What follows belongs to an exercise in optimizing a design on an open flow for small area; a production flow would make more cautious choices.
In this exercise RTL edits were held to simulation tests only and were not proved equivalent to the original.
Power figures rest on the tool's default switching activity, not on a simulated workload.

[design/flow/config.mk]
export PLATFORM = sky130hd
export DESIGN_NAME = nmea_sentence_parser
export DESIGN_NICKNAME = nmea_sentence_parser
export VERILOG_FILES = /design/flow/design.v
export SDC_FILE = /design/flow/constraint.sdc
export NUM_CORES = 4
export LEC_CHECK = 0
export CAP_MARGIN = 20
export CORE_MARGIN = 2
export CORE_UTILIZATION = 40
export SLEW_MARGIN = 20
export SYNTH_MEMORY_MAX_BITS = 8192
[design/flow/constraint.sdc]
create_clock -name core_clock -period 10.0 [get_ports {clk_i}]
set_input_delay 2.0000 -clock core_clock [delete_from_list [all_inputs] [get_ports {clk_i}]]
set_output_delay 2.0000 -clock core_clock [all_outputs]
set_load 0.01 [all_outputs]
[design/flow/design.v]
`timescale 1ns / 1ps
package nsp_pkg;
  localparam int FIELD_SLOTS = 11;
  localparam int GGA_FIELDS  = 15;
  localparam int RMC_FIELDS  = 13;
  localparam int GSA_FIELDS  = 18;
  localparam int NUM_TYPES   = 3;
  localparam int MAX_GR      = (GGA_FIELDS > RMC_FIELDS) ? GGA_FIELDS : RMC_FIELDS;
  localparam int MAX_FIELDS  = (MAX_GR > GSA_FIELDS) ? MAX_GR : GSA_FIELDS;
  localparam int STORE_DEPTH = NUM_TYPES * MAX_FIELDS * FIELD_SLOTS;
  localparam int ADDR_W      = $clog2(STORE_DEPTH);
  localparam int FNUM_W      = $clog2(MAX_FIELDS + 1);
  localparam int POS_W       = $clog2(((FIELD_SLOTS > 3) ? FIELD_SLOTS : 3) + 1);
  localparam int ID_LEN      = 5;
  localparam int ID_CNT_W    = $clog2(ID_LEN + 1);
  localparam logic [8*ID_LEN-1:0] ID_GGA = "GPGGA";
  localparam logic [8*ID_LEN-1:0] ID_RMC = "GPRMC";
  localparam logic [8*ID_LEN-1:0] ID_GSA = "GPGSA";
  localparam logic [7:0] CH_DOLLAR  = 8'h24;
  localparam logic [7:0] CH_COMMA   = 8'h2C;
  localparam logic [7:0] CH_STAR    = 8'h2A;
  localparam logic [7:0] CH_ZERO    = 8'h30;
  localparam logic [7:0] CH_NINE    = 8'h39;
  localparam logic [7:0] HEX_DIGIT_BASE = 8'd48;
  localparam logic [7:0] HEX_ALPHA_BASE = 8'd55;
  localparam logic OP_RX   = 1'b0;
  localparam logic OP_READ = 1'b1;
  localparam logic [1:0] TYPE_GGA = 2'd0;
  localparam logic [1:0] TYPE_RMC = 2'd1;
  localparam logic [1:0] TYPE_GSA = 2'd2;
  localparam int FIFO_DEPTH = 4;
  localparam int FIFO_PTR_W = $clog2(FIFO_DEPTH);
  localparam int FIFO_CNT_W = $clog2(FIFO_DEPTH + 1);
  typedef enum logic [1:0] {
    PH_WAIT,
    PH_ID,
    PH_FIELDS,
    PH_SUM
  } phase_e;
  typedef struct packed {
    logic              wr_en;
    logic              rd_en;
    logic [ADDR_W-1:0] addr;
    logic [7:0]        wdata;
    logic              frame_valid;
    logic              done;
    logic [1:0]        done_type;
  } nsp_op_t;
  localparam int OP_W = ADDR_W + 14;
  function automatic integer fields_of(input logic [1:0] t);
    fields_of = GSA_FIELDS;
    if (t == TYPE_GGA) fields_of = GGA_FIELDS;
    else if (t == TYPE_RMC) fields_of = RMC_FIELDS;
  endfunction
  function automatic logic [ADDR_W-1:0] store_addr(input integer t, input integer f, input integer p);
    integer a;
    a = (t * MAX_FIELDS + f) * FIELD_SLOTS + p;
    store_addr = a[ADDR_W-1:0];
  endfunction
endpackage
`timescale 1ns / 1ps
module nsp_ram #(
  parameter int WIDTH = 8,
  parameter int DEPTH = 16
) (
  input  logic                     clk_i,
  input  logic                     we_i,
  input  logic                     re_i,
  input  logic [$clog2(DEPTH)-1:0] addr_i,
  input  logic [WIDTH-1:0]         wdata_i,
  output logic [WIDTH-1:0]         rdata_o
);
  logic [WIDTH-1:0] mem_q [DEPTH];
  logic [WIDTH-1:0] rdata_q;
  always_ff @(posedge clk_i) begin
    if (we_i) begin
      mem_q[addr_i] <= wdata_i;
    end
    if (re_i) begin
      rdata_q <= mem_q[addr_i];
    end
  end
  assign rdata_o = rdata_q;
endmodule
`timescale 1ns / 1ps
module nsp_fifo (
  input  logic             clk_i,
  input  logic             rst_ni,
  input  logic             push_i,
  input  nsp_pkg::nsp_op_t data_i,
  output logic             full_o,
  input  logic             pop_i,
  output logic             valid_o,
  output nsp_pkg::nsp_op_t data_o
);
  logic [nsp_pkg::OP_W-1:0] mem_q [nsp_pkg::FIFO_DEPTH];
  logic [nsp_pkg::FIFO_PTR_W-1:0]   wptr_q, wptr_d;
  logic [nsp_pkg::FIFO_PTR_W-1:0]   rptr_q, rptr_d;
  logic [nsp_pkg::FIFO_CNT_W-1:0]   cnt_q, cnt_d;
  logic                             do_push;
  logic                             do_pop;
  assign full_o  = (int'(cnt_q) == nsp_pkg::FIFO_DEPTH);
  assign valid_o = (cnt_q != '0);
  assign data_o  = mem_q[rptr_q];
  assign do_push = push_i && !full_o;
  assign do_pop  = pop_i && valid_o;
  always_comb begin
    wptr_d = wptr_q;
    rptr_d = rptr_q;
    cnt_d  = cnt_q;
    if (do_push) begin
      wptr_d = (int'(wptr_q) == nsp_pkg::FIFO_DEPTH - 1) ? '0 :
               wptr_q + nsp_pkg::FIFO_PTR_W'(1);
    end
    if (do_pop) begin
      rptr_d = (int'(rptr_q) == nsp_pkg::FIFO_DEPTH - 1) ? '0 :
               rptr_q + nsp_pkg::FIFO_PTR_W'(1);
    end
    if (do_push && !do_pop) begin
      cnt_d = cnt_q + nsp_pkg::FIFO_CNT_W'(1);
    end else if (do_pop && !do_push) begin
      cnt_d = cnt_q - nsp_pkg::FIFO_CNT_W'(1);
    end
  end
  always_ff @(posedge clk_i or negedge rst_ni) begin
    if (!rst_ni) begin
      wptr_q <= '0;
      rptr_q <= '0;
      cnt_q  <= '0;
    end else begin
      wptr_q <= wptr_d;
      rptr_q <= rptr_d;
      cnt_q  <= cnt_d;
    end
  end
  always_ff @(posedge clk_i) begin
    if (do_push) begin
      mem_q[wptr_q] <= data_i;
    end
  end
endmodule
`timescale 1ns / 1ps
module nsp_front (
  input  logic             clk_i,
  input  logic             rst_ni,
  input  logic             in_valid_i,
  output logic             in_stall_o,
  input  logic             opcode_i,
  input  logic [7:0]       rx_byte_i,
  input  logic [1:0]       read_type_i,
  input  logic [4:0]       read_field_i,
  input  logic [3:0]       read_pos_i,
  input  logic             fifo_full_i,
  output logic             push_o,
  output nsp_pkg::nsp_op_t op_o
);
  nsp_pkg::phase_e                 phase_q, phase_d;
  logic [8*nsp_pkg::ID_LEN-1:0]    id_q, id_d;
  logic [nsp_pkg::ID_CNT_W-1:0]    id_len_q, id_len_d;
  logic                            overlong_q, overlong_d;
  logic [1:0]                      type_q, type_d;
  logic [nsp_pkg::FNUM_W-1:0]      fnum_q, fnum_d;
  logic [nsp_pkg::POS_W-1:0]       pos_q, pos_d;
  logic [7:0]                      xor_q, xor_d;
  logic [7:0]                      sum_q, sum_d;
  logic [nsp_pkg::NUM_TYPES-1:0]   vflags_q, vflags_d;
  logic       accept;
  logic       put_en;
  logic [7:0] put_data;
  logic       put_ok;
  logic [7:0] hex_v;
  logic       sum_ok;
  assign accept     = in_valid_i && !fifo_full_i;
  assign in_stall_o = fifo_full_i;
  assign push_o     = accept;
  assign put_ok = (int'(fnum_q) < nsp_pkg::fields_of(type_q)) &&
                  (int'(pos_q) < nsp_pkg::FIELD_SLOTS);
  always_comb begin
    if (rx_byte_i >= nsp_pkg::CH_ZERO && rx_byte_i <= nsp_pkg::CH_NINE) begin
      hex_v = rx_byte_i - nsp_pkg::HEX_DIGIT_BASE;
    end else begin
      hex_v = rx_byte_i - nsp_pkg::HEX_ALPHA_BASE;
    end
    if (pos_q == '0) begin
      hex_v = {hex_v[3:0], 4'h0};
    end
  end
  assign sum_ok = (sum_q == xor_q);
  always_comb begin
    phase_d    = phase_q;
    id_d       = id_q;
    id_len_d   = id_len_q;
    overlong_d = overlong_q;
    type_d     = type_q;
    fnum_d     = fnum_q;
    pos_d      = pos_q;
    xor_d      = xor_q;
    sum_d      = sum_q;
    vflags_d   = vflags_q;
    put_en     = 1'b0;
    put_data   = 8'h00;
    op_o       = '0;
    if (accept) begin
      if (opcode_i == nsp_pkg::OP_READ) begin
        if (int'(read_type_i) < nsp_pkg::NUM_TYPES) begin
          op_o.frame_valid = vflags_q[read_type_i];
          op_o.rd_en = (read_field_i != 5'd0) &&
                       (int'(read_field_i) < nsp_pkg::fields_of(read_type_i)) &&
                       (int'(read_pos_i) < nsp_pkg::FIELD_SLOTS);
          op_o.addr  = nsp_pkg::store_addr(int'(read_type_i), int'(read_field_i),
                                           int'(read_pos_i));
        end
      end else begin
        unique case (phase_q)
          nsp_pkg::PH_WAIT: begin
            if (rx_byte_i == nsp_pkg::CH_DOLLAR) begin
              phase_d    = nsp_pkg::PH_ID;
              id_len_d   = '0;
              overlong_d = 1'b0;
              fnum_d     = nsp_pkg::FNUM_W'(1);
              pos_d      = '0;
              xor_d      = 8'h00;
              sum_d      = 8'h00;
            end
          end
          nsp_pkg::PH_ID: begin
            xor_d = xor_q ^ rx_byte_i;
            priority if (rx_byte_i == nsp_pkg::CH_COMMA) begin
              phase_d = nsp_pkg::PH_WAIT;
              pos_d   = '0;
              if (!overlong_q && int'(id_len_q) == nsp_pkg::ID_LEN) begin
                priority if (id_q == nsp_pkg::ID_GGA) begin
                  type_d  = nsp_pkg::TYPE_GGA;
                  phase_d = nsp_pkg::PH_FIELDS;
                end else if (id_q == nsp_pkg::ID_RMC) begin
                  type_d  = nsp_pkg::TYPE_RMC;
                  phase_d = nsp_pkg::PH_FIELDS;
                end else if (id_q == nsp_pkg::ID_GSA) begin
                  type_d  = nsp_pkg::TYPE_GSA;
                  phase_d = nsp_pkg::PH_FIELDS;
                end else begin
                  phase_d = nsp_pkg::PH_WAIT;
                end
              end
            end else if (int'(id_len_q) < nsp_pkg::ID_LEN) begin
              id_d     = {id_q[8*nsp_pkg::ID_LEN-9:0], rx_byte_i};
              id_len_d = id_len_q + nsp_pkg::ID_CNT_W'(1);
            end else begin
              overlong_d = 1'b1;
            end
          end
          nsp_pkg::PH_FIELDS: begin
            priority if (rx_byte_i == nsp_pkg::CH_COMMA) begin
              xor_d    = xor_q ^ rx_byte_i;
              put_en   = put_ok;
              put_data = 8'h00;
              if (int'(fnum_q) < nsp_pkg::fields_of(type_q)) begin
                fnum_d = fnum_q + nsp_pkg::FNUM_W'(1);
              end
              pos_d = '0;
            end else if (rx_byte_i == nsp_pkg::CH_STAR) begin
              put_en   = put_ok;
              put_data = 8'h00;
              pos_d    = '0;
              phase_d  = nsp_pkg::PH_SUM;
            end else begin
              xor_d = xor_q ^ rx_byte_i;
              if (int'(pos_q) < nsp_pkg::FIELD_SLOTS - 1) begin
                put_en   = put_ok;
                put_data = rx_byte_i;
                pos_d    = pos_q + nsp_pkg::POS_W'(1);
              end
            end
          end
          nsp_pkg::PH_SUM: begin
            if (int'(pos_q) >= 2) begin
              vflags_d[type_q] = sum_ok;
              op_o.frame_valid = sum_ok;
              op_o.done        = 1'b1;
              op_o.done_type   = type_q;
              phase_d          = nsp_pkg::PH_WAIT;
            end else begin
              sum_d = sum_q + hex_v;
              pos_d = pos_q + nsp_pkg::POS_W'(1);
            end
          end
          default: begin
            phase_d = nsp_pkg::PH_WAIT;
          end
        endcase
        op_o.wr_en = put_en;
        op_o.wdata = put_data;
        op_o.addr  = nsp_pkg::store_addr(int'(type_q), int'(fnum_q), int'(pos_q));
      end
    end
  end
  always_ff @(posedge clk_i or negedge rst_ni) begin
    if (!rst_ni) begin
      phase_q    <= nsp_pkg::PH_WAIT;
      id_q       <= '0;
      id_len_q   <= '0;
      overlong_q <= 1'b0;
      type_q     <= nsp_pkg::TYPE_GGA;
      fnum_q     <= nsp_pkg::FNUM_W'(1);
      pos_q      <= '0;
      xor_q      <= 8'h00;
      sum_q      <= 8'h00;
      vflags_q   <= '0;
    end else begin
      phase_q    <= phase_d;
      id_q       <= id_d;
      id_len_q   <= id_len_d;
      overlong_q <= overlong_d;
      type_q     <= type_d;
      fnum_q     <= fnum_d;
      pos_q      <= pos_d;
      xor_q      <= xor_d;
      sum_q      <= sum_d;
      vflags_q   <= vflags_d;
    end
  end
endmodule
`timescale 1ns / 1ps
module nsp_back (
  input  logic             clk_i,
  input  logic             rst_ni,
  input  logic             fifo_valid_i,
  input  nsp_pkg::nsp_op_t op_i,
  output logic             pop_o,
  output logic             out_valid_o,
  input  logic             out_stall_i,
  output logic [7:0]       read_char_o,
  output logic             frame_valid_o,
  output logic             sentence_done_o,
  output logic [1:0]       done_type_o
);
  logic             s1_valid_q, s1_valid_d;
  nsp_pkg::nsp_op_t s1_op_q;
  logic             out_valid_q, out_valid_d;
  logic [7:0]       rchar_q;
  logic             fv_q;
  logic             done_q;
  logic [1:0]       dtype_q;
  logic       out_load;
  logic       s1_move;
  logic [7:0] rdata;
  assign out_load = !out_valid_q || !out_stall_i;
  assign s1_move  = s1_valid_q && out_load;
  assign pop_o    = fifo_valid_i && (!s1_valid_q || out_load);
  nsp_ram #(
    .WIDTH (8),
    .DEPTH (nsp_pkg::STORE_DEPTH)
  ) u_store (
    .clk_i   (clk_i),
    .we_i    (pop_o && op_i.wr_en),
    .re_i    (pop_o && op_i.rd_en),
    .addr_i  (op_i.addr),
    .wdata_i (op_i.wdata),
    .rdata_o (rdata)
  );
  always_comb begin
    s1_valid_d = s1_valid_q;
    if (pop_o) begin
      s1_valid_d = 1'b1;
    end else if (s1_move) begin
      s1_valid_d = 1'b0;
    end
    out_valid_d = out_valid_q;
    if (out_load) begin
      out_valid_d = s1_valid_q;
    end
  end
  always_ff @(posedge clk_i or negedge rst_ni) begin
    if (!rst_ni) begin
      s1_valid_q  <= 1'b0;
      out_valid_q <= 1'b0;
    end else begin
      s1_valid_q  <= s1_valid_d;
      out_valid_q <= out_valid_d;
    end
  end
  always_ff @(posedge clk_i) begin
    if (pop_o) begin
      s1_op_q <= op_i;
    end
    if (s1_move) begin
      rchar_q <= s1_op_q.rd_en ? rdata : 8'h00;
      fv_q    <= s1_op_q.frame_valid;
      done_q  <= s1_op_q.done;
      dtype_q <= s1_op_q.done_type;
    end
  end
  assign out_valid_o     = out_valid_q;
  assign read_char_o     = rchar_q;
  assign frame_valid_o   = fv_q;
  assign sentence_done_o = done_q;
  assign done_type_o     = dtype_q;
endmodule
`timescale 1ns / 1ps
module nmea_sentence_parser (
  input  logic       clk_i,
  input  logic       rst_ni,
  input  logic       in_valid_i,
  output logic       in_stall_o,
  input  logic       opcode_i,
  input  logic [7:0] rx_byte_i,
  input  logic [1:0] read_type_i,
  input  logic [4:0] read_field_i,
  input  logic [3:0] read_pos_i,
  output logic       out_valid_o,
  input  logic       out_stall_i,
  output logic [7:0] read_char_o,
  output logic       frame_valid_o,
  output logic       sentence_done_o,
  output logic [1:0] done_type_o
);
  nsp_pkg::nsp_op_t push_op;
  nsp_pkg::nsp_op_t pop_op;
  logic             push;
  logic             pop;
  logic             fifo_full;
  logic             fifo_valid;
  nsp_front u_front (
    .clk_i        (clk_i),
    .rst_ni       (rst_ni),
    .in_valid_i   (in_valid_i),
    .in_stall_o   (in_stall_o),
    .opcode_i     (opcode_i),
    .rx_byte_i    (rx_byte_i),
    .read_type_i  (read_type_i),
    .read_field_i (read_field_i),
    .read_pos_i   (read_pos_i),
    .fifo_full_i  (fifo_full),
    .push_o       (push),
    .op_o         (push_op)
  );
  nsp_fifo u_fifo (
    .clk_i   (clk_i),
    .rst_ni  (rst_ni),
    .push_i  (push),
    .data_i  (push_op),
    .full_o  (fifo_full),
    .pop_i   (pop),
    .valid_o (fifo_valid),
    .data_o  (pop_op)
  );
  nsp_back u_back (
    .clk_i           (clk_i),
    .rst_ni          (rst_ni),
    .fifo_valid_i    (fifo_valid),
    .op_i            (pop_op),
    .pop_o           (pop),
    .out_valid_o     (out_valid_o),
    .out_stall_i     (out_stall_i),
    .read_char_o     (read_char_o),
    .frame_valid_o   (frame_valid_o),
    .sentence_done_o (sentence_done_o),
    .done_type_o     (done_type_o)
  );
endmodule
[design/flow/run.sh]
#!/bin/bash
# synth_recipe.tcl (not shown) runs the flow's synth.tcl, then flattens the netlist and writes it again
# the make line also repeats each setting of config.mk as NAME=value (left out here)
make -C /OpenROAD-flow-scripts/flow DESIGN_CONFIG=/design/flow/config.mk WORK_HOME=/design/flow/orfs CLKGATE_MAP_FILE= SYNTH_SCRIPT=/design/flow/synth_recipe.tcl finish
==> run notes <==
-- cell usage in the layout, fill, tap and decap left out, types with 72 or more instances in the layout --
master	count
nand2_1	331
ha_1	89
a22oi_1	330
mux2i_1	121
edfxtp_1	4873
nand4_1	129
clkinv_2	90
nor2_1	629
clkinv_1	129
dfrtp_1	83
clkbuf_16	492
a21oi_1	197
a31oi_1	72
mux4_2	1107
nand3_1	98
buf_4	172
clkbuf_1	81
inv_1	84
a22o_1	106
-- final timing paths --
kind	start	to	slack [ns]
min in group asynchronous	rst_ni	u_front.sum_q[1]	0.98
max in group asynchronous	rst_ni	u_front.sum_q[3]	7.95
min	u_back.s1_op_q[3]	u_back.fv_q	0.41
max	u_fifo.rptr_q[0]	u_back.u_store.rdata_q[3]	3.77
min reg2reg	u_back.s1_op_q[3]	u_back.fv_q	0.41
max reg2reg	u_fifo.rptr_q[0]	u_back.u_store.rdata_q[3]	3.77
-- kinds of logic after synthesis --
logic type / share of synthesized area [%]
mux: 14.0
buf+inv: 1.62
simple gates: 3.11
xor+xnor: 0.209
fa+ha+maj: 0.786
flops: 77.1
compound gates: 3.24
-- final cells by class --
cell class	count	area [um2]
fill	40000	263000
sequential	4958	148000
multi-input combinational	3706	41400
clock buffer	577	12700
tap	6400	8010
clock inverter	320	2870
timing repair buffer	260	2590
inverter	85	319
antenna	23	57.6
-- cell usage after synthesis (24+ instances only) --
cell and number:
mux4_2 1117, xnor2_1 25, inv_1 84, a221oi_1 28
mux2_2 49, a32o_1 24, ha_1 89, and3_1 25
nand4_1 129, a31oi_1 72, o21ai_0 44, a22oi_1 330
buf_4 56, nand3_1 98, dfrtp_1 84, edfxtp_1 4873
buf_2 217, buf_6 31, a21oi_1 197, nor2_1 649
nand2_1 366, a22o_1 106, clkbuf_1 210, mux2i_1 121
buf_1 40
-- per-layer routing --
layer | vias up | global-route usage, %
li1 | 39000 | -
met4 | 8 | 6.74
met3 | 771 | 4.20
met5 | - | 0
met2 | 5222 | 33.4
met1 | 51900 | 29.4
-- power breakdown --
| group | leakage [nW] | internal (mW) | switching, mW |
|---|---|---|---|
| clock | 7.54 | 10.1 | 7.85 |
| combinational | 14.2 | 8.45 | 17.9 |
| sequential | 44.9 | 27.4 | 0.240 |
-- critical path: stages, from the launching register on --
cell	delay, ns
dfrtp_2	0.36
buf_4	0.48
mux4_4	1.13
buf_4	0.52
buf_4	0.50
mux4_2	0.43
a22oi_1	0.20
nand4_1	0.18
a211oi_1	0.58
nor3_1	0.36
a31oi_1	0.67
o2111ai_1	0.34
-- stage by stage --
stage	power, mW	setup WS, ns	std cells	hold slack, ns
finish	71.9	3.77	16300	0.409
global route	74.2	3.76	16300	0.413
CTS	72.1	3.89	16300	0.396
detailed placement	54.4	3.35	15400	0.414
global placement	54.0	3.28	15400	0.402
floorplan	44.6	3.43	9303	0.400
-- sequential cells by signal (all words and copies together) (netlist names), 2 cells and up, named ones only --
name                    count
u_fifo.cnt_q                3
u_back.s1_op_q              5
u_front.id_q               40
u_fifo.wptr_q               2
u_front.pos_q               4
u_front.type_q              2
u_front.fnum_q              5
u_back.rchar_q              8
u_fifo.rptr_q               2
u_back.dtype_q              2
u_back.u_store.mem_q     4752
u_back.u_store.rdata_q      8
u_fifo.mem_q               96
u_front.vflags_q            3
u_front.xor_q               8
u_front.id_len_q            3
u_front.sum_q               8
==> flow_metrics.tcl <==
set metrics [dict create \
    synth_cell_types 67 \
    rr_worst_depth 11 \
    ir_drop_uv 372 \
    h-tree-depth 5 \
    fin_crit_ns 6.23 \
    synth_edf_count 4873 \
    critPathMaxFanout 31 \
    place_congestion 0.831 \
    maxSlewHeadroom_pct 6.61 \
    grt_max_degree 190 \
    grt_pass1_vias 96700 \
    route.met3.wl_um 47800 \
    finalMaxSlewViolations 0 \
    drtIter0Drc 13100 \
    min_path_type "reg -> reg" \
    numCtsBuffers 484 \
    path_class "reg -> reg" \
    coreArea_mm2 0.479 \
    synth.largest_area_cell "edfxtp_1" \
    p_leak_nw 66.7 \
    end_kind "register" \
    yosysSeqAreaShare_pct 77.1 \
    wl_met2_um 250000 \
    clkSlewWorstSetupHoldPaths_ns 0.06 \
    netlist.area_leader.share_pct 76.0 \
    clock-sinks 4958 \
    num_vias 96800 \
    startpoint_type "register" \
    fmax_mhz 161 \
    grtUsageTotal_pct 21.0 \
    highest-signal-layer "met5" \
    dieArea_mm2 0.487 \
    grt_pass1_wl_um 743000 \
    synth_area_mm2 0.193 \
    synthFlopType "edfxtp_1" \
    period_share_pct 62.3 \
    antenna_found_initial 17 \
    fin_skew_ns 0.0808 \
    synthTopCellsByArea "edfxtp_1 76%, mux4_2 13%, a22oi_1 1.3%" \
    cp.required_ns 10.67 \
    postCtsSetupBuffers 0 \
    clockBufferDepth 4 \
    wl_per_cell_um 32.1 \
    numPortBuffers 37 \
    dpl.hpwl_um 307000 \
    cts_tree "built" \
    grt_overflow_total 0 \
    yosys_register_bits 4958 \
    ctsRootBufferMaster "clkbuf_16" \
    drive_gt1_share_pct 21.8 \
    io_pins 38 \
    drv_cap 0 \
    setup_viol 0 \
    min_path_cells 0 \
    yosysWarnings 4 \
    placement.cell_area_mm2 0.201 \
    cts_resized 0 \
    design_area_mm2 0.216 \
    viasPerCell 5.93 \
    dr.pass1.iters 8 \
    syn-mean-instance-area_um2 20.7 \
    grt_setup_unrepaired "no" \
    crit_arrival_ns 6.90 \
    die_x_um 698 \
    dieHeight_um 698 \
    cts_hold_buf 0 \
    hold_violations 0 \
    rows 254 \
    remaining_drc_errors 0 \
    tightest_slew_ns 1.40 \
    pwr_density_cell_mw_per_mm2 332 \
    tns_ns 0 \
    met1_length_um 210000 \
    start_util_pct 40.2 \
    utilization_pct 45.1 \
    clk_latency_ns 1.04 \
    synth_cells 9303 \
    wl_um 525000 \
    synth_async_sr_flop_share_pct 1.71 \
    postRouteAntennaNets 0 \
    synthToLayoutAreaGrowth_pct 12.3 \
    status "no timing/DRC/antenna violations" \
    syn_nets 9436 \
    nets 9628 \
]

## port drivers added, routing unchanged
No port has a modelled driver above. Below, the same layout with a new extraction and two added sets of constraints. Step 1 assumes that a clkbuf_16 drives the clock port and a buf_2 every other input. Step 2 moves the port delays by t, midway between the first and last clock arrival at a register: inputs arrive t later, outputs are due t later. That takes back most of the time a late clock gives input paths. Slacks: ideal / step 1 / step 2; pairs: ideal / step 1.
t (ns): 1.113
slack for setup (ns): 3.770 / 3.770 / 3.298
worst setup path after step 2: input to register
worst register clock-pin slew, ns: 0.07 / 0.07
After both steps setup and hold are still met in this run. The setup slack of this run moves by 0.000 ns with the drivers and by -0.472 ns with both steps.
